From an optimization exercise on the open Yosys and OpenROAD flow, aimed at small area and a short achievable clock period; shortcuts taken in it are not production practice.
In this exercise RTL edits were held to simulation tests only and were not proved equivalent to the original.
Power and IR drop assume default switching activity. No driver is modelled on the clock port, so clocking that relies on it looks cheaper here than on a real chip.

## design/flow/design.v

```verilog
package caster_pkg;
    localparam int MEM_WORD_BYTES = 8;
    localparam int MEM_BL_W       = 6;
    typedef enum logic [1:0] {
        IDLE = 2'd0,
        DATA = 2'd1,
        CMD  = 2'd2
    } wb_state_t;
endpackage
module wb_fifo #(
    parameter int STAGES = 16,
    parameter int WIDTH  = 64
) (
    input  logic             clk,
    input  logic             rst_n,
    input  logic             i_push,
    input  logic [WIDTH-1:0] i_wdata,
    input  logic             i_pop,
    output logic [WIDTH-1:0] o_head
);
    logic [STAGES-1:0] r_vld;
    logic [WIDTH-1:0]  r_dat [STAGES];
    logic [STAGES:0]   w_hole;       
    assign w_hole[STAGES] = 1'b0;
    for (genvar i = 0; i < STAGES; i++) begin : g_hole
        assign w_hole[i] = ~r_vld[i] | w_hole[i+1];
    end
    for (genvar i = 0; i < STAGES; i++) begin : g_stage
        always_ff @(posedge clk) begin
            if (w_hole[i]) begin
                if (i == 0) r_dat[i] <= i_wdata;
                else        r_dat[i] <= r_dat[(i == 0) ? 0 : i-1];
            end
        end
        always_ff @(posedge clk or negedge rst_n) begin
            if (!rst_n) begin
                r_vld[i] <= 1'b0;
            end else if (i == 0) begin
                r_vld[i] <= i_push | (r_vld[i] & ~w_hole[i+1]);
            end else if (i == STAGES-1) begin
                r_vld[i] <= (r_vld[(i == 0) ? 0 : i-1] & w_hole[i]) | (r_vld[i] & ~i_pop);
            end else begin
                r_vld[i] <= (r_vld[(i == 0) ? 0 : i-1] & w_hole[i]) | (r_vld[i] & ~w_hole[i+1]);
            end
        end
    end
    assign o_head = r_dat[STAGES-1];
endmodule
module vram_writeback #(
    parameter int                ADDR_W     = 30,
    parameter logic [ADDR_W-1:0] BASE_ADDR  = '0,
    parameter int                FIFO_DEPTH = 64,
    parameter int                BURST_LEN  = 16,
    parameter int                FLUSH_IDLE = 16
) (
    input  logic                          clk,
    input  logic                          rst_n,
    input  logic                          b_trigger,
    input  logic [63:0]                   bo_pixel,
    input  logic                          bo_valid,
    output logic                          mem_wr_valid,
    input  logic                          mem_wr_ready,
    output logic [63:0]                   mem_wr_data,
    output logic                          mem_cmd_valid,
    input  logic                          mem_cmd_ready,
    output logic [ADDR_W-1:0]             mem_cmd_addr,
    output logic [5:0]                    mem_cmd_bl,
    output logic                          status_ovf,
    output logic [$clog2(FIFO_DEPTH):0]   status_level
);
    localparam int LVL_W  = $clog2(FIFO_DEPTH) + 1;
    localparam int LANES  = 4;
    localparam int IDLE_W = $clog2(FLUSH_IDLE + 1);
    if (FIFO_DEPTH != 64 || BURST_LEN != 16 || FLUSH_IDLE != 16) begin : g_bad_param
        $error("vram_writeback: lane FIFO is built for 64 words, 16-word bursts and a 16-cycle flush");
    end
    logic [1:0]          r_state;
    logic [LVL_W-1:0]    r_level;
    logic [1:0]          r_wr_lane;
    logic [LANES-1:0]    r_rd_oh;       
    logic [63:0]         r_wr_data;     
    logic [3:0]          r_rem;         
    logic [ADDR_W-1:0]   r_wr_addr;
    logic [5:0]          r_cmd_bl;
    logic                r_trig_d;
    logic                r_trig_pend;
    logic                r_ovf;
    logic [IDLE_W-1:0]   r_idle_cnt;
    logic                w_idle;
    logic                w_full;
    logic                w_nonempty;
    logic                w_push;
    logic                w_pop;
    logic                w_start16;
    logic                w_flush;
    logic                w_start;
    logic                w_trig_svc;
    logic                w_last;
    logic [1:0]          w_state_nx;
    logic [LANES-1:0]    w_sel;         
    logic [5:0]          w_start_bl;
    logic [63:0]         w_head [LANES];
    logic [63:0]         w_rdata;
    assign w_idle     = (r_state == 2'd0);
    assign w_full     = r_level[LVL_W-1];
    assign w_nonempty = |r_level;
    assign w_push     = bo_valid & ~w_full;
    assign w_pop      = r_state[0] & mem_wr_ready;
    assign w_start16  = |r_level[LVL_W-1:4];
    assign w_flush    = w_nonempty & (r_idle_cnt == IDLE_W'(FLUSH_IDLE));
    assign w_start    = w_idle & (w_start16 | w_flush);
    assign w_trig_svc = w_idle & r_trig_pend & ~w_nonempty;
    assign w_last     = w_pop & (r_rem == 4'd0);
    assign w_start_bl = w_start16 ? 6'd15 : 6'(r_level - LVL_W'(1));
    for (genvar l = 0; l < LANES; l++) begin : g_lane
        wb_fifo #(
            .STAGES (FIFO_DEPTH / LANES),
            .WIDTH  (64)
        ) u_lane (
            .clk     (clk),
            .rst_n   (rst_n),
            .i_push  (w_push && (r_wr_lane == 2'(l))),
            .i_wdata (bo_pixel),
            .i_pop   (w_pop & r_rd_oh[l]),
            .o_head  (w_head[l])
        );
    end
    always_comb begin
        for (int l = 0; l < LANES; l++) begin
            w_sel[l] = (w_start & r_rd_oh[l]) |
                       (r_state[0] & ~mem_wr_ready & r_rd_oh[l]) |
                       (r_state[0] & mem_wr_ready & (r_rem != 4'd0) & r_rd_oh[(l + LANES - 1) % LANES]);
        end
        w_rdata = '0;
        for (int l = 0; l < LANES; l++) begin
            w_rdata = w_rdata | (w_head[l] & {64{w_sel[l]}});
        end
    end
    always_comb begin
        w_state_nx = r_state;
        if (w_start) w_state_nx = 2'd1;
        else if (r_state[0] && w_last) w_state_nx = 2'd2;
        else if (r_state[1] && mem_cmd_ready) w_state_nx = 2'd0;
    end
    always_ff @(posedge clk or negedge rst_n) begin
        if (!rst_n) begin
            r_idle_cnt <= '0;
        end else if (bo_valid) begin
            r_idle_cnt <= '0;
        end else if (r_idle_cnt != IDLE_W'(FLUSH_IDLE)) begin
            r_idle_cnt <= r_idle_cnt + IDLE_W'(1);
        end
    end
    always_ff @(posedge clk or negedge rst_n) begin
        if (!rst_n) begin
            r_state     <= 2'd0;
            r_level     <= '0;
            r_wr_lane   <= '0;
            r_rd_oh     <= LANES'(1);
            r_wr_data   <= '0;
            r_rem       <= '0;
            r_wr_addr   <= BASE_ADDR;
            r_cmd_bl    <= '0;
            r_trig_d    <= 1'b0;
            r_trig_pend <= 1'b0;
            r_ovf       <= 1'b0;
        end else begin
            r_state   <= w_state_nx;
            if (w_push && !w_pop) begin
                r_level <= r_level + LVL_W'(1);
            end else if (!w_push && w_pop) begin
                r_level <= r_level - LVL_W'(1);
            end
            r_wr_lane <= r_wr_lane + 2'(w_push);
            if (w_pop) begin
                r_rd_oh <= {r_rd_oh[LANES-2:0], r_rd_oh[LANES-1]};
            end
            r_wr_data <= w_rdata;
            r_trig_d <= b_trigger;
            if (b_trigger && !r_trig_d) begin
                r_trig_pend <= 1'b1;
            end else if (w_trig_svc) begin
                r_trig_pend <= 1'b0;
            end
            if (bo_valid && w_full) begin
                r_ovf <= 1'b1;
            end
            if (w_trig_svc) begin
                r_wr_addr <= BASE_ADDR;
            end else if (r_state[1] && mem_cmd_ready) begin
                r_wr_addr <= r_wr_addr + (ADDR_W'(r_cmd_bl) + ADDR_W'(1)) * ADDR_W'(caster_pkg::MEM_WORD_BYTES);
            end
            if (w_start) begin
                r_cmd_bl <= w_start_bl;
                r_rem    <= w_start_bl[3:0];
            end else if (w_pop) begin
                r_rem    <= r_rem - 4'd1;
            end
        end
    end
    assign mem_wr_valid  = r_state[0];
    assign mem_wr_data   = r_wr_data;
    assign mem_cmd_valid = r_state[1];
    assign mem_cmd_addr  = r_wr_addr;
    assign mem_cmd_bl    = r_cmd_bl;
    assign status_ovf    = r_ovf;
    assign status_level  = r_level;
endmodule
```

## design/flow/flow/run.sh

```bash
#!/bin/bash
# The standard layout, except that clock tree synthesis adds no dummy balancing loads.
# Each tool's output goes to standard.log (ORFS keeps per-step logs under orfs/logs).
export CTS_ARGS="-sink_clustering_enable -repair_clock_nets -sink_clustering_size 30 -sink_clustering_max_diameter 80 -dont_use_dummy_load"
bash standard.sh > standard.log 2>&1
```

## design/flow/standard.sh

```bash
#!/bin/bash
# synth_recipe.tcl (not shown) runs the flow's synth.tcl, then flattens the netlist and writes it again
# the make line also repeats each setting of config.mk as NAME=value (left out here)
make -C /OpenROAD-flow-scripts/flow DESIGN_CONFIG=/design/flow/config.mk WORK_HOME=/design/flow/orfs CLKGATE_MAP_FILE= SYNTH_SCRIPT=/design/flow/synth_recipe.tcl "${@:-finish}"
```

## design/flow/config.mk

```make
export PLATFORM = sky130hd
export DESIGN_NAME = vram_writeback
export DESIGN_NICKNAME = vram_writeback
export VERILOG_FILES = /design/flow/design.v
export SDC_FILE = /design/flow/constraint.sdc
export NUM_CORES = 4
export LEC_CHECK = 0
export ABC_CLOCK_PERIOD_IN_PS = 1500
export CAP_MARGIN = 20
export CORE_MARGIN = 2
export CORE_UTILIZATION = 70
export CTS_CLUSTER_DIAMETER = 80
export CTS_CLUSTER_SIZE = 30
export SETUP_SLACK_MARGIN = 3.5
export SLEW_MARGIN = 20
export SYNTH_MEMORY_MAX_BITS = 8192
export TNS_END_PERCENT = 100
```

## design/flow/constraint.sdc

```tcl
create_clock -name core_clock -period 6.0 [get_ports {clk}]
set_input_delay 1.2000 -clock core_clock [delete_from_list [all_inputs] [get_ports {clk}]]
set_output_delay 1.2000 -clock core_clock [all_outputs]
set_load 0.01 [all_outputs]
```

==> results_dict.tcl, run 1 <==
set metrics [dict create \
    postSynth.asyncResetShare_pct 4.39 \
    peakVddDrop_mv 0.392 \
    area_growth_syn_to_layout_pct 9.35 \
    crit_path_start_kind "flop" \
    cp.arrival_ps 1450 \
    status "timing/DRC/antenna clean" \
    clockPowerShare_pct 22.7 \
    grt_pass1_wl_mm 343 \
    synth_edf_count 4096 \
    drt_iter0_markers 6388 \
    fp.coreArea_mm2 0.188 \
    crit_chain "buf_2" \
    dieArea_mm2 0.192 \
    synth.avg_cell_area_um2 26.5 \
    tns_ps 0 \
    gp_congestion 0.923 \
    hold_violations 0 \
    postRouteAntennaNets 0 \
    max-cap-violations 0 \
    grt-ovfl-total 0 \
    dr.pass1.iters 5 \
    clk_pin_slew_ps 120 \
    rows 159 \
    hp-class "in2async" \
    viasPerCell 5.88 \
    drive_above_1_share_pct 12.8 \
    cp_data_required_time_ps 4800 \
    worst_clock_skew_ps 41.7 \
    max_clock_freq_mhz 378 \
    slowest_stage "dfrtp_1" \
    top_level_ports 180 \
    synth_top_cell_by_area "edfxtp_1" \
    ys.flop_type "edfxtp_1" \
    internal_power_w 0.0432 \
    start_util_pct 70.3 \
    finalSetupViolations 0 \
    wire_per_inst_um 30.4 \
    clockBufferDepth 3 \
    chipHeight_um 438 \
    finalCritPeriodShare_pct 44.1 \
    synth-seq-cells 4284 \
    cts_htree_levels 4 \
    end_kind "output port" \
    cp_top_family "flip-flops" \
    share_comb_of_total_power_pct 7.2 \
    path_class "reg2out" \
    worst_pin_slew_ps 1110 \
    grt_pass1_vias 44700 \
    slew_viol_final 0 \
    cts.sinks 4284 \
    syn_inst 4979 \
    cp_num_buf_inv 1 \
    yosys.area.top_type_share_pct 93.2 \
    cp-startpoint "r_wr_data[53]" \
    p_leak_nw 50.6 \
    num-nets-final 5639 \
    power_density_mw_per_mm2 382 \
    cp_max_fo 1 \
    wl_mm 246 \
    numCtsBuffers 162 \
    fillers 9541 \
    dieWidth_um 438 \
    dp_hpwl_mm 153 \
    yosys_warnings 4 \
    p_switching_w 0.0119 \
    max_slew_margin_pct 25.8 \
    cts_tree "yes" \
    syn_area_mm2 0.132 \
    grt_use_total_pct 26.2 \
    rr_startpoint "r_cmd_bl[0]" \
    r2r_slack_ps 3440 \
    p_total_w 0.0551 \
    root_buffer "clkbuf_16" \
    synth_seq_area_share_pct 96.8 \
    synth_cell_types 63 \
    cp_slowest_stage_delay_ps 450 \
    seqPwrFrac_pct 70.1 \
    sw_frac_of_total_pct 21.6 \
    drc_errors 0 \
    ys_top_cells_by_area "edfxtp_1 93%, dfrtp_1 3.5%, a22oi_1 0.73%" \
    rsz0062_at_grt "true" \
    io_buffers 176 \
    clk_latency_ps 850 \
    antenna_found_initial 8 \
    min_period_ps 2650 \
    grt_max_degree 82 \
    num_vias 47500 \
]
## Yosys cell counts, drive strengths merged (2+ instances only)
cell type,instances
a211oi,2
a21o,2
a21oi,17
a22oi,128
a31oi,12
and2,2
and3,13
and4,4
buf,25
clkbuf,13
dfrtp,187
edfxtp,4096
ha,16
inv,46
mux2i,5
nand2,135
nand2b,47
nand3,39
nand4,9
nor2,38
nor2b,5
nor3,10
nor3b,2
nor4,4
o211ai,4
o21ai,25
o21bai,2
o22ai,7
o31a,2
o31ai,7
or2,13
or3,13
or3b,2
or4,4
xnor2,14
xor2,15
## layout by cell type (no fill, tap or decap), types with 24 or more instances in the layout
cell	n
diode_2	30
buf_6	70
nor2_1	30
a22oi_1	117
nand3_4	26
edfxtp_1	4096
nand2b_1	47
dfrtp_1	168
clkbuf_16	168
or2_4	43
clkdlybuf4s50_1	66
buf_2	61
nand2_1	118
inv_1	24
buf_12	29
buf_4	130
## cell type report
cell class	count	area, um2	share of cell area, %
Sequential cell	4284	128000	88.5
Timing Repair Buffer	377	3730	2.59
Antenna cell	30	75.1	0.0520
Inverter	47	220	0.153
Multi-Input combinational cell	677	5350	3.70
Timing Repair inverter	3	22.5	0.0156
Clock buffer	162	4050	2.81
Tap cell	2495	3120	2.16
## layer usage
metal  global-route usage, %  wire [um]
met2                    36.9     109000
met3                    2.80      15600
met4                    11.9      14700
met5                       0          0
met1                    43.0     107000
## final timing paths
check | depth (start not counted) | to
setup / recovery | 1 | mem_wr_data[53]
hold / removal | 1 | r_wr_addr[11]
setup reg to reg | 10 | r_wr_addr[19]
hold reg to reg | 0 | g_lane[1].u_lane.r_dat[1][58]
max in group asynchronous | 2 | g_lane[3].u_lane.r_vld[12]
min in group core_clock | 0 | g_lane[1].u_lane.r_dat[1][58]
## stage by stage
step	utilization, %	area, um2	std cells	worst slack (ps)	hold WS, ps
after global placement	73.2	137000	7662	2280	400
after floorplan	-	132000	4981	1400	400
final	76.9	144000	8075	3350	345
after global routing	76.9	144000	8045	3300	373
after CTS	76.3	143000	7983	3270	334
after detailed placement	73.3	137000	7664	2180	405
## kinds of logic (layout without fill, tap and decap cells)
family / Yosys count / in the layout / synth area share, %
multiplexers: 5 / 5 / 0.0379
adder cells (fa/ha/maj): 17 / 17 / 0.167
AO/OA/AOI/OAI: 215 / 218 / 1.18
AND/OR/NAND/NOR: 343 / 405 / 1.35
XOR/XNOR: 29 / 29 / 0.192
buffers and inverters: 85 / 589 / 0.301
other: 1 / 33 / 0.00284
flip-flops: 4284 / 4284 / 96.8
## power groups by stage
stage	sequential (W)	clock (W)	combinational, W
2_1_floorplan	0.0384	0	0.00188
3_3_place_gp	0.0392	0	0.00318
3_5_place_dp	0.0393	0	0.00327
4_1_cts	0.0386	0.0127	0.00365
5_1_grt	0.0389	0.0137	0.00430
6_report	0.0386	0.0125	0.00398
## state kept, by name (all words and copies together) (netlist names), 5 cells and up
register	cells
r_wr_addr	27
g_lane.u_lane.r_dat	4096
r_level	7
r_cmd_bl	6
r_idle_cnt	5
g_lane.u_lane.r_vld	64
r_wr_data	64
## repair_timing
item | 4_1_cts | 5_1_grt
buffers inserted | 95 | 46
cloned | 62 | 16
endpoints found under the hold margin | 0 | 0
endpoints found under the setup margin | 2470 | 1313
hold buffers | 0 | 0
resized for setup | 604 | 97
pin swaps | 45 | 39
==> run 2: changes to the inputs <==
--- a/design/flow/design.v
+++ b/design/flow/design.v
@@ -18,12 +18,18 @@
     input  logic             i_pop,
     output logic [WIDTH-1:0] o_head
 );
+    localparam int HALF = STAGES / 2;
     logic [STAGES-1:0] r_vld;
+    logic              r_upper_full;    
     logic [WIDTH-1:0]  r_dat [STAGES];
-    logic [STAGES:0]   w_hole;       
-    assign w_hole[STAGES] = 1'b0;
+    logic [STAGES-1:0] w_hole;          
+    logic [STAGES-1:0] w_vld_nx;
     for (genvar i = 0; i < STAGES; i++) begin : g_hole
-        assign w_hole[i] = ~r_vld[i] | w_hole[i+1];
+        if (i >= HALF) begin : g_upper
+            assign w_hole[i] = ~&r_vld[STAGES-1:i];
+        end else begin : g_lower
+            assign w_hole[i] = ~&r_vld[HALF-1:i] | ~r_upper_full;
+        end
     end
     for (genvar i = 0; i < STAGES; i++) begin : g_stage
         always_ff @(posedge clk) begin
@@ -32,16 +38,21 @@
                 else        r_dat[i] <= r_dat[(i == 0) ? 0 : i-1];
             end
         end
-        always_ff @(posedge clk or negedge rst_n) begin
-            if (!rst_n) begin
-                r_vld[i] <= 1'b0;
-            end else if (i == 0) begin
-                r_vld[i] <= i_push | (r_vld[i] & ~w_hole[i+1]);
-            end else if (i == STAGES-1) begin
-                r_vld[i] <= (r_vld[(i == 0) ? 0 : i-1] & w_hole[i]) | (r_vld[i] & ~i_pop);
-            end else begin
-                r_vld[i] <= (r_vld[(i == 0) ? 0 : i-1] & w_hole[i]) | (r_vld[i] & ~w_hole[i+1]);
-            end
+        if (i == 0) begin : g_first
+            assign w_vld_nx[i] = i_push | (r_vld[i] & ~w_hole[i+1]);
+        end else if (i == STAGES-1) begin : g_last
+            assign w_vld_nx[i] = (r_vld[i-1] & w_hole[i]) | (r_vld[i] & ~i_pop);
+        end else begin : g_mid
+            assign w_vld_nx[i] = (r_vld[i-1] & w_hole[i]) | (r_vld[i] & ~w_hole[i+1]);
+        end
+    end
+    always_ff @(posedge clk or negedge rst_n) begin
+        if (!rst_n) begin
+            r_vld        <= '0;
+            r_upper_full <= 1'b0;
+        end else begin
+            r_vld        <= w_vld_nx;
+            r_upper_full <= &w_vld_nx[STAGES-1:HALF];
         end
     end
     assign o_head = r_dat[STAGES-1];
@@ -111,7 +122,7 @@
     assign w_start    = w_idle & (w_start16 | w_flush);
     assign w_trig_svc = w_idle & r_trig_pend & ~w_nonempty;
     assign w_last     = w_pop & (r_rem == 4'd0);
-    assign w_start_bl = w_start16 ? 6'd15 : 6'(r_level - LVL_W'(1));
+    assign w_start_bl = {2'b00, w_start16 ? 4'd15 : r_level[3:0] - 4'd1};
     for (genvar l = 0; l < LANES; l++) begin : g_lane
         wb_fifo #(
             .STAGES (FIFO_DEPTH / LANES),
@@ -188,7 +199,7 @@
             if (w_trig_svc) begin
                 r_wr_addr <= BASE_ADDR;
             end else if (r_state[1] && mem_cmd_ready) begin
-                r_wr_addr <= r_wr_addr + (ADDR_W'(r_cmd_bl) + ADDR_W'(1)) * ADDR_W'(caster_pkg::MEM_WORD_BYTES);
+                r_wr_addr <= r_wr_addr + (ADDR_W'(r_cmd_bl[3:0]) + ADDR_W'(1)) * ADDR_W'(caster_pkg::MEM_WORD_BYTES);
             end
             if (w_start) begin
                 r_cmd_bl <= w_start_bl;
==> design/flow/run.sh (new file) <==
#!/bin/bash
# synth_recipe.tcl (not shown) runs the flow's synth.tcl, then flattens the netlist and writes it again
# the make line also repeats each setting of config.mk as NAME=value (left out here)
make -C /OpenROAD-flow-scripts/flow DESIGN_CONFIG=/design/flow/config.mk WORK_HOME=/design/flow/orfs CLKGATE_MAP_FILE= SYNTH_SCRIPT=/design/flow/synth_recipe.tcl finish
==> design/flow/config.mk (replaced) <==
export PLATFORM = sky130hd
export DESIGN_NAME = vram_writeback
export DESIGN_NICKNAME = vram_writeback
export VERILOG_FILES = /design/flow/design.v
export SDC_FILE = /design/flow/constraint.sdc
export NUM_CORES = 4
export LEC_CHECK = 0
export ABC_CLOCK_PERIOD_IN_PS = 2500
export CAP_MARGIN = 20
export CORE_AREA = 2 2 436.195 436.195
export CTS_CLUSTER_DIAMETER = 80
export CTS_CLUSTER_SIZE = 30
export DIE_AREA = 0 0 438.195 438.195
export SETUP_SLACK_MARGIN = 3.5
export SLEW_MARGIN = 20
export SYNTH_MEMORY_MAX_BITS = 8192
export TNS_END_PERCENT = 100
removed: design/flow/flow/run.sh
removed: design/flow/standard.sh
==> results_dict.tcl, run 2 <==
set metrics [dict create \
    status "timing/DRC/antenna clean" \
    crit_path_start_kind "flop" \
    clk_pin_slew_ps 100 \
    setup_slack_ps 3310 \
    grt_pass1_vias 45900 \
    max_clock_freq_mhz 371 \
    dp_hpwl_mm 142 \
    slowest_stage "dfrtp_2" \
    num-nets-final 5692 \
    start_util_pct 71.2 \
    multi_input_area_mm2 0.00589 \
    area_growth_syn_to_layout_pct 8.52 \
    viasPerCell 5.91 \
    mostFrequentLayoutCell "edfxtp_1" \
    ys_top_cells_by_area "edfxtp_1 92%, dfrtp_1 3.5%, a221oi_1 0.83%" \
    whs_ps 289 \
    rows 159 \
    syn_area_mm2 0.134 \
    synth_common_cells "4096 x edfxtp_1, 189 x dfrtp_1, 127 x a221oi_1" \
    gp_congestion 0.848 \
    path_depth 1 \
    rsz0062_at_grt "true" \
    reg2reg_depth 10 \
    synth_cell_types 62 \
    fp.coreArea_mm2 0.188 \
    synth_top_cell_by_area "edfxtp_1" \
    hp-class "in2async" \
    ys.flop_type "edfxtp_1" \
    post-route-util_pct 77.2 \
    synth_most_common_cell "edfxtp_1" \
    drc_errors 0 \
    chipHeight_um 438 \
    yosys.area.top_type_share_pct 92.1 \
    cts.sinks 4286 \
    synth_edf_count 4096 \
    cp_slowest_stage_delay_ps 500 \
    cp.arrival_ps 1490 \
    crit_chain "buf_6" \
    clk_latency_ps 860 \
    cp_num_buf_inv 1 \
    place_ws_ps 1870 \
    grt_use_total_pct 24.1 \
    max-cap-violations 0 \
    slew_viol_final 0 \
    synth_seq_area_share_pct 95.7 \
    cp_data_required_time_ps 4800 \
    root_buffer "clkbuf_16" \
    grt_max_degree 84 \
    end_kind "output port" \
    grt-ovfl-total 0 \
    power_density_mw_per_mm2 358 \
    fillers 9399 \
    num_vias 48400 \
    worst_pin_slew_ps 1060 \
    drt_iter0_markers 6018 \
    synth-seq-cells 4286 \
    hold_violations 0 \
    seqCellArea_mm2 0.128 \
    antenna_found_initial 6 \
    syn_inst 5158 \
    mostFrequentLayoutCells "4096 x edfxtp_1, 172 x clkbuf_16, 163 x dfrtp_1, 127 x a221oi_1, 126 x a22o_1" \
    cp_top_family "flip-flops" \
    dieWidth_um 438 \
    dr.pass1.iters 6 \
    path_class "reg2out" \
    finalCritPeriodShare_pct 44.9 \
    wl_mm 225 \
    largest_registers "g_lane.u_lane.r_dat x4096, g_lane.u_lane.r_vld x64, r_wr_data x64" \
    synth.avg_cell_area_um2 25.9 \
    dieArea_mm2 0.192 \
    worst_clock_skew_ps 29.9 \
    yosys_warnings 4 \
    peakVddDrop_mv 0.368 \
    finalSetupViolations 0 \
    max_slew_margin_pct 29.5 \
    cts_tree "yes" \
    p_leak_nw 50.3 \
    tns_ps 0 \
    p_total_w 0.0519 \
    drive_above_1_share_pct 10.7 \
    grt_pass1_wl_mm 328 \
    largest_register "g_lane.u_lane.r_dat" \
    numCtsBuffers 165 \
    min_period_ps 2690 \
    top_level_ports 180 \
    largest_register_ff_count 4096 \
    postRouteAntennaNets 0 \
    io_buffers 174 \
    clockBufferDepth 3 \
    wire_per_inst_um 27.4 \
    cp_max_fo 1 \
    cts_htree_levels 4 \
    postSynth.asyncResetShare_pct 4.43 \
]
run 2: changes by cell type in the layout (fill, tap and decap cells not counted), sizes merged, moves of 14 or more:
cell,previous run,this run
a221oi,0,127
a22oi,128,1
a22o,0,126
clkbuf,169,241
o21ai,25,95
nand2,137,78
or2,49,8
buf,301,268
diode,30,1
nand3,56,28
inv,38,55
or3,19,5
run 2: worst paths after layout:
kind                                               startpoint                            end  slack, ps
worst max register to register                    r_cmd_bl[0]                  r_wr_addr[29]       3520
worst min-delay path                                    rst_n                  r_wr_addr[29]        290
worst max-delay path                            r_wr_data[20]                mem_wr_data[20]       3310
max in group asynchronous                               rst_n                  r_wr_data[46]       4380
worst min register to register  g_lane[0].u_lane.r_dat[1][20]  g_lane[0].u_lane.r_dat[2][20]        410
min in group core_clock         g_lane[0].u_lane.r_dat[1][20]  g_lane[0].u_lane.r_dat[2][20]        410
run 2: worst reg2reg max path, cell delays in order (launching register included):
cell	delay, ps
dfrtp_1	430
buf_6	140
ha_4	280
inv_1	70
fa_2	420
nor2b_4	150
o31a_4	190
buf_6	110
o21ai_0	90
or3_1	390
a21oi_1	140
run 2: area by class of cell:
class | count | area share [%]
inverter | 45 | 0.137
tap | 2495 | 2.15
sequential | 4286 | 88.2
clock inverter | 13 | 0.133
clock buffer | 238 | 3.15
antenna | 1 | 0.00173
multi-input combinational | 765 | 4.06
timing repair buffer | 339 | 2.16
run 2: what timing repair did:
action / 4_1_cts / 5_1_grt
setup endpoints to repair: 1147 / 891
resized for setup: 551 / 46
pin swaps: 18 / 19
hold buffers: 0 / 0
cloned: 7 / 2
buffers inserted: 73 / 15
run 2: logic make-up after synthesis:
| group | share of synthesized area [%] |
|---|---|
| DFF | 95.7 |
| AOI/OAI and AO/OA | 2.41 |
| and+or+nand+nor | 1.06 |
| buffers and inverters | 0.375 |
| xor gates and xnor gates | 0.190 |
| adders and majority gates | 0.259 |
| muxes | 0.0159 |
| other | 0.00281 |
run 2: metrics by stage:
step           cells  area, um2
2_1_floorplan   5162     134000
3_3_place_gp    7831     139000
3_5_place_dp    7831     139000
4_1_cts         8162     144000
5_1_grt         8182     145000
6_report        8182     145000
run 2: routing by layer:
layer | wire length [um] | up-vias | global-route usage (%)
li1 | - | 21600 | -
met1 | 105000 | 24600 | 42.3
met2 | 98900 | 1915 | 33.1
met3 | 14700 | 281 | 2.83
met4 | 5620 | 2 | 6.35
met5 | 11 | - | 0
run 2: power breakdown:
part | internal, W | total, W | switching, W
combinational | 0.000806 | 0.00225 | 0.00144
sequential | 0.0354 | 0.0363 | 0.000956
clock | 0.00541 | 0.0133 | 0.00788
==> run 3: changes to the inputs <==
==> design/flow/flow/run.sh (new file) <==
#!/bin/bash
# The standard layout, except that the port buffers are plain buf_2 cells.
# All tool output goes to standard.log (ORFS also keeps per-step logs under orfs/logs).
export BUFFER_PORTS_ARGS="-buffer_cell sky130_fd_sc_hd__buf_2"
bash standard.sh > standard.log 2>&1
==> design/flow/standard.sh (new file) <==
#!/bin/bash
# synth_recipe.tcl (not shown) runs the flow's synth.tcl, then flattens the netlist and writes it again
# the make line also repeats each setting of config.mk as NAME=value (left out here)
make -C /OpenROAD-flow-scripts/flow DESIGN_CONFIG=/design/flow/config.mk WORK_HOME=/design/flow/orfs CLKGATE_MAP_FILE= SYNTH_SCRIPT=/design/flow/synth_recipe.tcl "${@:-finish}"
removed: design/flow/run.sh
==> results_dict.tcl, run 3 <==
set metrics [dict create \
    cp_top_family "flip-flops" \
    p_leak_nw 50.3 \
    chipHeight_um 438 \
    sw_frac_of_total_pct 20.1 \
    max_slew_margin_pct 29.6 \
    setup_slack_ps 3310 \
    p_switching_w 0.0105 \
    seqPwrFrac_pct 69.7 \
    peakVddDrop_mv 0.498 \
    root_buffer "clkbuf_16" \
    grt_max_degree 100 \
    drc_errors 0 \
    dp_hpwl_mm 144 \
    synth_cell_types 62 \
    yosys.area.top_type_share_pct 92.1 \
    grt_pass1_wl_mm 328 \
    status "timing/DRC/antenna clean" \
    dpl_cell_area_mm2 0.138 \
    grt_pass1_vias 45800 \
    synth.avg_cell_area_um2 25.9 \
    p_total_w 0.0522 \
    postRouteAntennaNets 0 \
    io_buffers 174 \
    drive_above_1_share_pct 11.8 \
    cp.arrival_ps 1490 \
    max_clock_freq_mhz 372 \
    wire_per_inst_um 27.5 \
    cts.sinks 4286 \
    mostFrequentLayoutCell "edfxtp_1" \
    area_growth_syn_to_layout_pct 8.18 \
    synth_edf_count 4096 \
    largest_register_ff_count 4096 \
    finalSetupViolations 0 \
    yosys_warnings 4 \
    crit_chain "buf_6" \
    num_vias 48300 \
    rows 159 \
    cts_htree_levels 4 \
    synth_top_cell_by_area "edfxtp_1" \
    tns_ps 0 \
    dieWidth_um 438 \
    synth_seq_area_share_pct 95.7 \
    grt_use_total_pct 24.2 \
    ys_top_cells_by_area "edfxtp_1 92%, dfrtp_1 3.5%, a221oi_1 0.83%" \
    antenna_found_initial 17 \
    syn_area_mm2 0.134 \
    wl_mm 226 \
    grt-ovfl-total 0 \
    largest_registers "g_lane.u_lane.r_dat x4096, g_lane.u_lane.r_vld x64, r_wr_data x64" \
    gp_congestion 0.817 \
    largest_register "g_lane.u_lane.r_dat" \
    numCtsBuffers 168 \
    drt_iter0_markers 6226 \
    clockBufferDepth 3 \
    slowest_stage "dfrtp_2" \
    cp_data_required_time_ps 4800 \
    viasPerCell 5.90 \
    stdcell_area_mm2 0.144 \
    postSynth.asyncResetShare_pct 4.43 \
    cp_max_fo 1 \
    mostFrequentLayoutCells "4096 x edfxtp_1, 173 x clkbuf_16, 167 x dfrtp_1, 135 x buf_2, 134 x buf_4" \
    synth_most_common_cell "edfxtp_1" \
    end_kind "output port" \
    cts_tree "yes" \
    clk_latency_ps 860 \
    synth_common_cells "4096 x edfxtp_1, 189 x dfrtp_1, 127 x a221oi_1" \
    clockPowerShare_pct 26.0 \
    dieArea_mm2 0.192 \
    power_density_mw_per_mm2 361 \
    clk_pin_slew_ps 110 \
    slew_viol_final 0 \
    synth-seq-cells 4286 \
    internal_power_w 0.0417 \
    dr.pass1.iters 5 \
    place_ws_ps 2430 \
    start_util_pct 71.2 \
    top_level_ports 180 \
    finalCritPeriodShare_pct 44.9 \
    num-nets-final 5689 \
    whs_ps 404 \
    ys.flop_type "edfxtp_1" \
    fp.coreArea_mm2 0.188 \
    cp_num_buf_inv 1 \
    min_period_ps 2690 \
    hp-class "reg2reg" \
    worst_clock_skew_ps 33.5 \
    cp_slowest_stage_delay_ps 490 \
    share_comb_of_total_power_pct 4.3 \
    rsz0062_at_grt "true" \
    max-cap-violations 0 \
    hold_violations 0 \
    fillers 9452 \
    path_class "reg2out" \
    syn_inst 5158 \
    worst_pin_slew_ps 1060 \
    crit_path_start_kind "flop" \
]
[run 3: cell counts after synthesis]
No cell type changed its count.
[run 3: final timing paths]
kind	endpoint	cells after the start	slack, ps	from
worst min-delay path	g_lane[3].u_lane.r_dat[1][56]	0	400	g_lane[3].u_lane.r_dat[0][56]
worst max-delay path	mem_wr_data[20]	1	3310	r_wr_data[20]
worst max register to register	r_wr_addr[15]	10	3560	r_cmd_bl[0]
worst min register to register	g_lane[3].u_lane.r_dat[1][56]	0	400	g_lane[3].u_lane.r_dat[0][56]
max in group asynchronous	r_wr_data[53]	2	4400	rst_n
min in group asynchronous	r_wr_addr[29]	1	470	rst_n
[run 3: layout make-up]
class / instances / area (um2) / area share [%]
Sequential cell: 4286 / 128000 / 88.5
Clock inverter: 26 / 394 / 0.273
Tap cell: 2495 / 3120 / 2.16
Inverter: 45 / 190 / 0.132
Multi-Input combinational cell: 761 / 5850 / 4.05
Timing Repair Buffer: 337 / 2530 / 1.75
Antenna cell: 8 / 20.0 / 0.0139
Clock buffer: 235 / 4550 / 3.15
[run 3: what timing repair did]
action                     in CTS  in global routing
resized for setup              82                 56
pin swaps                       9                 11
setup endpoints to repair     746                888
hold buffers                    0                  0
buffers inserted               53                 39
cloned                          4                  2
[run 3: through the flow]
step | utilization, % | std cells
after floorplan | - | 5162
after global placement | 73.6 | 7825
after detailed placement | 73.6 | 7825
after CTS | 76.6 | 8143
after global routing | 77.0 | 8193
final | 77.0 | 8193
[run 3: metal layers]
metal / vias to the layer above / track usage (%) / wire length [um]
li1: 21600 / - / -
met2: 1868 / 33.7 / 99700
met3: 262 / 2.75 / 14700
met4: 2 / 6.26 / 5300
met5: - / 0 / 18
met1: 24600 / 42.2 / 106000
[run 3: cell families after synthesis]
group	count (synthesis)	share of synthesized area (%)
muxes	2	0.0159
other	1	0.00281
adders and majority gates	28	0.259
and+or+nand+nor	266	1.06
DFF	4286	95.7
buffers and inverters	120	0.375
AOI/OAI and AO/OA	426	2.41
xor gates and xnor gates	29	0.190
[run 3: power groups by stage]
stage | registers [W] | clock network (W) | logic (W)
finish | 0.0364 | 0.0135 | 0.00224
global route | 0.0366 | 0.0147 | 0.00244
CTS | 0.0364 | 0.0138 | 0.00200
detailed placement | 0.0371 | 0 | 0.00173
global placement | 0.0370 | 0 | 0.00169
floorplan | 0.0365 | 0 | 0.00110
==> run 4: changes to the inputs <==
--- a/design/flow/design.v
+++ b/design/flow/design.v
@@ -122,7 +122,7 @@
     assign w_start    = w_idle & (w_start16 | w_flush);
     assign w_trig_svc = w_idle & r_trig_pend & ~w_nonempty;
     assign w_last     = w_pop & (r_rem == 4'd0);
-    assign w_start_bl = {2'b00, w_start16 ? 4'd15 : r_level[3:0] - 4'd1};
+    assign w_start_bl = w_start16 ? 6'd15 : 6'(r_level - LVL_W'(1));
     for (genvar l = 0; l < LANES; l++) begin : g_lane
         wb_fifo #(
             .STAGES (FIFO_DEPTH / LANES),
@@ -199,7 +199,7 @@
             if (w_trig_svc) begin
                 r_wr_addr <= BASE_ADDR;
             end else if (r_state[1] && mem_cmd_ready) begin
-                r_wr_addr <= r_wr_addr + (ADDR_W'(r_cmd_bl[3:0]) + ADDR_W'(1)) * ADDR_W'(caster_pkg::MEM_WORD_BYTES);
+                r_wr_addr <= r_wr_addr + (ADDR_W'(r_cmd_bl) + ADDR_W'(1)) * ADDR_W'(caster_pkg::MEM_WORD_BYTES);
             end
             if (w_start) begin
                 r_cmd_bl <= w_start_bl;
==> design/flow/flow/run.sh (replaced) <==
#!/bin/bash
# The standard layout, except that clock tree synthesis adds no dummy balancing loads and
# the port buffers are plain buf_2 cells. All tool output goes to standard.log (ORFS also keeps
# per-step logs under orfs/logs).
export CTS_ARGS="-sink_clustering_enable -repair_clock_nets -sink_clustering_size 30 -sink_clustering_max_diameter 80 -dont_use_dummy_load"
export BUFFER_PORTS_ARGS="-buffer_cell sky130_fd_sc_hd__buf_2"
bash standard.sh > standard.log 2>&1
==> results_dict.tcl, run 4 <==
set metrics [dict create \
    drt_iter0_markers 5897 \
    dieWidth_um 438 \
    cp_top_family "flip-flops" \
    hold_violations 0 \
    mostFrequentLayoutCell "edfxtp_1" \
    whs_ps 397 \
    worst_pin_slew_ps 1100 \
    postSynth.asyncResetShare_pct 4.48 \
    rsz0062_at_grt "true" \
    num-nets-final 5571 \
    clk_latency_ps 860 \
    drc_errors 0 \
    crit_chain "buf_6" \
    io_buffers 176 \
    wire_per_inst_um 27.6 \
    status "timing/DRC/antenna clean" \
    crit_path_start_kind "flop" \
    tns_ps 0 \
    p_total_w 0.0519 \
    clk_pin_slew_ps 100 \
    path_class "reg2out" \
    fillers 9597 \
    synth_common_cells "4096 x edfxtp_1, 191 x dfrtp_1, 140 x nand2_1" \
    slew_viol_final 0 \
    largest_register "g_lane.u_lane.r_dat" \
    seqCellArea_mm2 0.128 \
    start_util_pct 70.4 \
    drive_above_1_share_pct 13.1 \
    cp.arrival_ps 1460 \
    dieArea_mm2 0.192 \
    dr.pass1.iters 6 \
    yosys_warnings 4 \
    largest_registers "g_lane.u_lane.r_dat x4096, g_lane.u_lane.r_vld x64, r_wr_data x64" \
    ys_top_cells_by_area "edfxtp_1 93%, dfrtp_1 3.6%, a22oi_1 0.73%" \
    finalCritPeriodShare_pct 44.4 \
    dp_hpwl_mm 136 \
    multi_input_area_mm2 0.00504 \
    chipHeight_um 438 \
    syn_inst 4993 \
    gp_congestion 0.816 \
    end_kind "output port" \
    grt_pass1_vias 43600 \
    num_vias 46100 \
    synth_edf_count 4096 \
    cp_max_fo 1 \
    peakVddDrop_mv 0.313 \
    grt-ovfl-total 0 \
    ys.flop_type "edfxtp_1" \
    largest_register_ff_count 4096 \
    area_growth_syn_to_layout_pct 8.46 \
    viasPerCell 5.77 \
    synth_seq_area_share_pct 96.8 \
    hp-class "reg2reg" \
    max-cap-violations 0 \
    synth_cell_types 52 \
    rows 159 \
    finalSetupViolations 0 \
    numCtsBuffers 163 \
    power_density_mw_per_mm2 362 \
    synth_most_common_cell "edfxtp_1" \
    cp_data_required_time_ps 4800 \
    cp_num_buf_inv 1 \
    slowest_stage "dfrtp_2" \
    antenna_found_initial 18 \
    yosys.area.top_type_share_pct 93.2 \
    wl_mm 220 \
    grt_use_total_pct 23.1 \
    synth.avg_cell_area_um2 26.4 \
    top_level_ports 180 \
    fp.coreArea_mm2 0.188 \
    cts_htree_levels 4 \
    grt_max_degree 100 \
    syn_area_mm2 0.132 \
    grt_pass1_wl_mm 314 \
    cts.sinks 4288 \
    clockBufferDepth 3 \
    max_slew_margin_pct 26.6 \
    cp_slowest_stage_delay_ps 490 \
    root_buffer "clkbuf_16" \
    mostFrequentLayoutCells "4096 x edfxtp_1, 169 x clkbuf_16, 168 x dfrtp_1, 128 x buf_2, 124 x buf_4" \
    synth-seq-cells 4288 \
    worst_clock_skew_ps 53.2 \
    max_clock_freq_mhz 376 \
    cts_tree "yes" \
    p_leak_nw 49.2 \
    min_period_ps 2660 \
    postRouteAntennaNets 0 \
    synth_top_cell_by_area "edfxtp_1" \
]
-- run 4: cell types whose count changed in the layout (fill, tap and decap cells not counted), moves of 10 or more --
cell and delta:
buf_4 -10, nand3_1 +19, clkbuf_1 -62, nand3_4 +16
a22oi_1 +86, a22oi_2 +41, a221oi_1 -127, o21ai_0 -59
a22o_1 -126, and3_1 -10, buf_6 +11, nand2_1 +66
-- run 4: through the flow --
step / setup WS (ps) / utilization [%] / cell area [um2] / cells
floorplan: 1830 / - / 132000 / 4995
global placement: 2260 / 72.9 / 137000 / 7692
detailed placement: 2160 / 72.9 / 137000 / 7693
CTS: 3260 / 75.7 / 142000 / 7930
global route: 3220 / 76.3 / 143000 / 7985
finish: 3340 / 76.3 / 143000 / 7985
-- run 4: what timing repair did --
item                                    in CTS  in global routing
endpoints found under the setup margin     880               1037
gates resized for setup                    108                139
pin swaps                                   17                 57
hold buffers                                 0                  0
gates cloned                                 9                 17
setup buffers                               65                 30
-- run 4: logic make-up after synthesis --
family | share of synthesized area (%)
buffers and inverters | 0.260
AOI/OAI and AO/OA | 1.21
and+or+nand+nor | 1.23
adders and majority gates | 0.228
other | 0.00284
xor gates and xnor gates | 0.199
muxes | 0.0303
DFF | 96.8
-- run 4: report_power, final --
| group | switching (W) | total [W] | internal, W |
|---|---|---|---|
| combinational | 0.00165 | 0.00251 | 0.000865 |
| clock | 0.00761 | 0.0125 | 0.00490 |
| sequential | 0.00115 | 0.0368 | 0.0357 |
-- run 4: worst paths after layout --
kind | startpoint | to | slack (ps) | cells past startpoint
max | r_wr_data[47] | mem_wr_data[47] | 3340 | 1
min in group asynchronous | rst_n | r_wr_addr[29] | 420 | 1
max in group asynchronous | rst_n | g_lane[1].u_lane.r_vld[4] | 4350 | 2
max reg2reg | r_cmd_bl[1] | r_wr_addr[28] | 3450 | 11
min reg2reg | g_lane[2].u_lane.r_dat[11][7] | g_lane[2].u_lane.r_dat[12][7] | 400 | 0
min | g_lane[2].u_lane.r_dat[11][7] | g_lane[2].u_lane.r_dat[12][7] | 400 | 0
-- run 4: per-layer routing --
layer / GRT usage [%] / part of all wire (%) / vias up
li1: - / - / 20700
met1: 41.8 / 48 / 23500
met2: 31.1 / 44 / 1630
met3: 2.60 / 6.0 / 267
met4: 5.56 / 2.2 / 0
met5: 0 / 0 / -
-- run 4: area by class of cell --
class | count | share of cell area [%]
Timing Repair Buffer | 346 | 1.99
Antenna cell | 8 | 0.0140
Multi-Input combinational cell | 639 | 3.52
Inverter | 46 | 0.135
Clock buffer | 163 | 2.85
Sequential cell | 4288 | 89.3
Tap cell | 2495 | 2.18
==> run 5: changes to the inputs <==
--- a/design/flow/design.v
+++ b/design/flow/design.v
@@ -122,7 +122,7 @@
     assign w_start    = w_idle & (w_start16 | w_flush);
     assign w_trig_svc = w_idle & r_trig_pend & ~w_nonempty;
     assign w_last     = w_pop & (r_rem == 4'd0);
-    assign w_start_bl = w_start16 ? 6'd15 : 6'(r_level - LVL_W'(1));
+    assign w_start_bl = {2'b00, w_start16 ? 4'd15 : r_level[3:0] - 4'd1};
     for (genvar l = 0; l < LANES; l++) begin : g_lane
         wb_fifo #(
             .STAGES (FIFO_DEPTH / LANES),
@@ -199,7 +199,7 @@
             if (w_trig_svc) begin
                 r_wr_addr <= BASE_ADDR;
             end else if (r_state[1] && mem_cmd_ready) begin
-                r_wr_addr <= r_wr_addr + (ADDR_W'(r_cmd_bl) + ADDR_W'(1)) * ADDR_W'(caster_pkg::MEM_WORD_BYTES);
+                r_wr_addr <= r_wr_addr + (ADDR_W'(r_cmd_bl[3:0]) + ADDR_W'(1)) * ADDR_W'(caster_pkg::MEM_WORD_BYTES);
             end
             if (w_start) begin
                 r_cmd_bl <= w_start_bl;
==> design/flow/flow/run.sh (replaced) <==
#!/bin/bash
# The standard layout, except that the port buffers are plain buf_2 cells and, after global
# placement, each output port buffer is moved next to the register that drives it.
# Each tool's output goes to a log of its own here (ORFS also keeps per-step logs in orfs/logs).
set -euo pipefail
export BUFFER_PORTS_ARGS="-buffer_cell sky130_fd_sc_hd__buf_2"
bash standard.sh 3_3_place_gp > standard_place.log 2>&1
ODB="$PWD/orfs/results/sky130hd/vram_writeback/base/3_3_place_gp.odb" \
  openroad -no_init -exit flow/near_flops.tcl > near_flops.log 2>&1
bash standard.sh > standard.log 2>&1
==> design/flow/flow/near_flops.tcl (new file) <==
# Move each output port's buffer next to the register that drives it, so that the register
# drives a short net and the (stronger) port buffer drives the long wire to the pin.
# Runs on the global placement result; detailed placement legalises the moved buffers.
read_db $::env(ODB)
set block [ord::get_db_block]
set moved 0
foreach bterm [$block getBTerms] {
  if {[$bterm getIoType] != "OUTPUT"} continue
  set net [$bterm getNet]
  if {$net == "NULL" || $net == ""} continue
  set drv ""
  foreach it [$net getITerms] { if {[$it isOutputSignal]} { set drv $it } }
  if {$drv == ""} continue
  set buf [$drv getInst]
  set inet ""
  foreach it [$buf getITerms] { if {[$it isInputSignal]} { set inet [$it getNet] } }
  if {$inet == "" || $inet == "NULL"} continue
  set src ""
  foreach it [$inet getITerms] { if {[$it isOutputSignal]} { set src [$it getInst] } }
  if {$src == ""} continue
  if {![string match "sky130_fd_sc_hd__df*" [[$src getMaster] getName]]} continue
  set loc [$src getLocation]
  set w [[$src getMaster] getWidth]
  $buf setPlacementStatus PLACED
  $buf setLocation [expr {[lindex $loc 0] + $w}] [lindex $loc 1]
  incr moved
}
puts "moved $moved output buffers"
write_db $::env(ODB)
==> results_dict.tcl, run 5 <==
set metrics [dict create \
    status "timing/DRC/antenna clean" \
    cp_num_buf_inv 1 \
    drive_above_1_share_pct 11.2 \
    min_period_ps 2650 \
    wl_mm 225 \
    cp_top_family "flip-flops" \
    slew_viol_final 0 \
    synth_seq_area_share_pct 95.7 \
    p_total_w 0.0520 \
    hold_violations 0 \
    synth_edf_count 4096 \
    wire_per_inst_um 27.6 \
    mostFrequentLayoutCell "edfxtp_1" \
    max_slew_margin_pct 30.2 \
    peakVddDrop_mv 0.401 \
    chipHeight_um 438 \
    finalCritPeriodShare_pct 44.1 \
    grt_busiest_layer "met1" \
    clk_latency_ps 870 \
    path_class "reg2out" \
    numCtsBuffers 168 \
    yosys.area.top_type_share_pct 92.1 \
    cp_slowest_stage_delay_ps 460 \
    dieWidth_um 438 \
    finalSetupViolations 0 \
    use_met2_pct 33.5 \
    max-cap-violations 0 \
    dieArea_mm2 0.192 \
    grt_use_total_pct 24.2 \
    power_density_mw_per_mm2 360 \
    syn_inst 5158 \
    postSynth.asyncResetShare_pct 4.43 \
    cp_max_fo 4 \
    ys_top_cells_by_area "edfxtp_1 92%, dfrtp_1 3.5%, a221oi_1 0.83%" \
    dr.pass1.iters 5 \
    worst_clock_skew_ps 42.1 \
    gp_congestion 0.817 \
    synth_most_common_cell "edfxtp_1" \
    grtUsageMet1_pct 41.8 \
    placed_cells 7825 \
    cp.arrival_ps 1450 \
    area_growth_syn_to_layout_pct 8.19 \
    clk_pin_slew_ps 100 \
    clockBufferDepth 3 \
    drt_iter0_markers 5998 \
    antenna_found_initial 16 \
    cts_htree_levels 4 \
    use_met3_pct 3.37 \
    syn_area_mm2 0.134 \
    viasPerCell 5.89 \
    cts_hold_buf 0 \
    fp.coreArea_mm2 0.188 \
    p_leak_nw 50.2 \
    grt_max_degree 100 \
    synth_top_cell_by_area "edfxtp_1" \
    cts.sinks 4286 \
    whs_ps 393 \
    post-route-util_pct 77.0 \
    slowest_stage "dfrtp_2" \
    rsz0062_at_grt "true" \
    start_util_pct 71.2 \
    synth-seq-cells 4286 \
    drc_errors 0 \
    crit_path_start_kind "flop" \
    dp_hpwl_mm 144 \
    grt-ovfl-total 0 \
    worst_pin_slew_ps 1050 \
    synth.avg_cell_area_um2 25.9 \
    mostFrequentLayoutCells "4096 x edfxtp_1, 177 x dfrtp_1, 174 x clkbuf_16, 127 x a221oi_1, 126 x a22o_1" \
    top_level_ports 180 \
    grt_pass1_vias 45600 \
    largest_register_ff_count 4096 \
    crit_chain "buf_6" \
    cts_tree "yes" \
    num_vias 48100 \
    ys.flop_type "edfxtp_1" \
    root_buffer "clkbuf_16" \
    end_kind "output port" \
    synth_common_cells "4096 x edfxtp_1, 189 x dfrtp_1, 127 x a221oi_1" \
    num-nets-final 5668 \
    yosys_warnings 4 \
    largest_register "g_lane.u_lane.r_dat" \
    hp-class "reg2reg" \
    rows 159 \
    io_buffers 174 \
    fin_cells 8173 \
    max_clock_freq_mhz 378 \
    largest_registers "g_lane.u_lane.r_dat x4096, g_lane.u_lane.r_vld x64, r_wr_data x64" \
    synth_cell_types 62 \
    grt_pass1_wl_mm 328 \
    tns_ps 0 \
    postRouteAntennaNets 0 \
    cp_data_required_time_ps 4800 \
]
run 5: cell types whose count changed in the layout (fill, tap and decap cells not counted), moves of 17 or more:
cell and change:
a221oi_1 +127, a22o_1 +126, a22oi_1 -86, clkbuf_1 +66, nand2_1 -66, o21ai_0 +59
a22oi_2 -41, buf_2 -32, buf_6 +29, nand3_1 -19, nand3_4 -17
run 5: cell type report:
class / count / area, um2
clock buffers: 240 / 4600
diodes: 5 / 12.5
multi-input cells: 762 / 5780
repair buffers: 315 / 2580
inverters: 45 / 188
fillers: 9454 / 43200
well taps: 2495 / 3120
clock inverters: 25 / 395
flip-flops and latches: 4286 / 128000
run 5: kinds of logic (layout without fill, tap and decap cells):
kind of cell	Yosys count	count (layout)	share of synthesized area [%]
AO/OA/AOI/OAI	426	428	2.41
XOR/XNOR	29	29	0.190
adder cells (fa/ha/maj)	28	28	0.259
buffers and inverters	120	625	0.375
flip-flops	4286	4286	95.7
multiplexers	2	2	0.0159
other	1	10	0.00281
AND/OR/NAND/NOR	266	270	1.06
run 5: timing repair:
action / 4_1_cts / 5_1_grt
cloned: 4 / 2
endpoints found under the setup margin: 768 / 976
gates resized for setup: 163 / 38
pin swaps: 5 / 4
buffers inserted: 48 / 22
run 5: power breakdown:
| part | internal (W) | switching (W) | leakage, nW |
|---|---|---|---|
| Combinational | 0.000654 | 0.00140 | 3.82 |
| Sequential | 0.0354 | 0.000970 | 44.0 |
| Clock | 0.00552 | 0.00807 | 2.39 |
run 5: worst paths after layout:
path / from / to / slack, ps / cells past startpoint
max: r_level[6] / status_level[6] / 3350 / 1
min: g_lane[3].u_lane.r_dat[7][12] / g_lane[3].u_lane.r_dat[8][12] / 390 / 0
min reg2reg: g_lane[3].u_lane.r_dat[7][12] / g_lane[3].u_lane.r_dat[8][12] / 390 / 0
max in group asynchronous: rst_n / g_lane[0].u_lane.r_vld[10] / 4420 / 2
min in group asynchronous: rst_n / r_wr_addr[28] / 450 / 1
max reg2reg: r_level[4] / r_wr_data[46] / 3460 / 6
run 5: through the flow:
step                      area [um2]  worst slack [ps]
final                         144000              3350
after global routing          144000              3290
after CTS                     144000              3290
after detailed placement      138000              2420
after global placement        138000              2400
after floorplan               134000               322
run 5: per-layer routing:
| metal | part of all wire [%] | wire length (um) | vias up |
|---|---|---|---|
| met5 | 0 | 0 | - |
| met4 | 2.5 | 5660 | 0 |
| li1 | - | - | 21500 |
| met2 | 44 | 99600 | 1809 |
| met1 | 46 | 105000 | 24500 |
| met3 | 6.8 | 15300 | 285 |

separate check: timing with driven ports:
No port has a modelled driver above. Below, the same layouts with a new extraction and two added sets of constraints. Step 1 assumes that a clkbuf_16 drives the clock port and a buf_2 every other input. Step 2 moves the port delays by t, midway between the first and last clock arrival at a register: inputs arrive t later, outputs are due t later. That takes back most of the time a late clock gives input paths. Three values: no drivers, after step 1, after step 2; two values: the first two.
run | t, ns | slack for setup (ns) | clock arrival spread, ns | worst register clock-pin slew, ns | cell pins on the clock port's net
run 1 | 0.913 | 3.352 / 3.262 / 2.670 | 0.053 / 0.054 | 0.12 / 0.12 | 1
run 2 | 0.942 | 3.308 / 3.214 / 2.704 | 0.035 / 0.035 | 0.11 / 0.11 | 1
run 3 | 0.945 | 3.308 / 3.207 / 2.868 | 0.035 / 0.036 | 0.11 / 0.11 | 1
run 4 | 0.913 | 3.337 / 3.246 / 2.719 | 0.070 / 0.070 | 0.11 / 0.11 | 1
run 5 | 0.951 | 3.354 / 3.253 / 2.664 | 0.048 / 0.048 | 0.11 / 0.11 | 1
After both steps setup and hold are still met in every run listed. For run 5, which loses most, drivers alone change the setup slack by -0.101 ns; drivers and shift together by -0.690 ns.
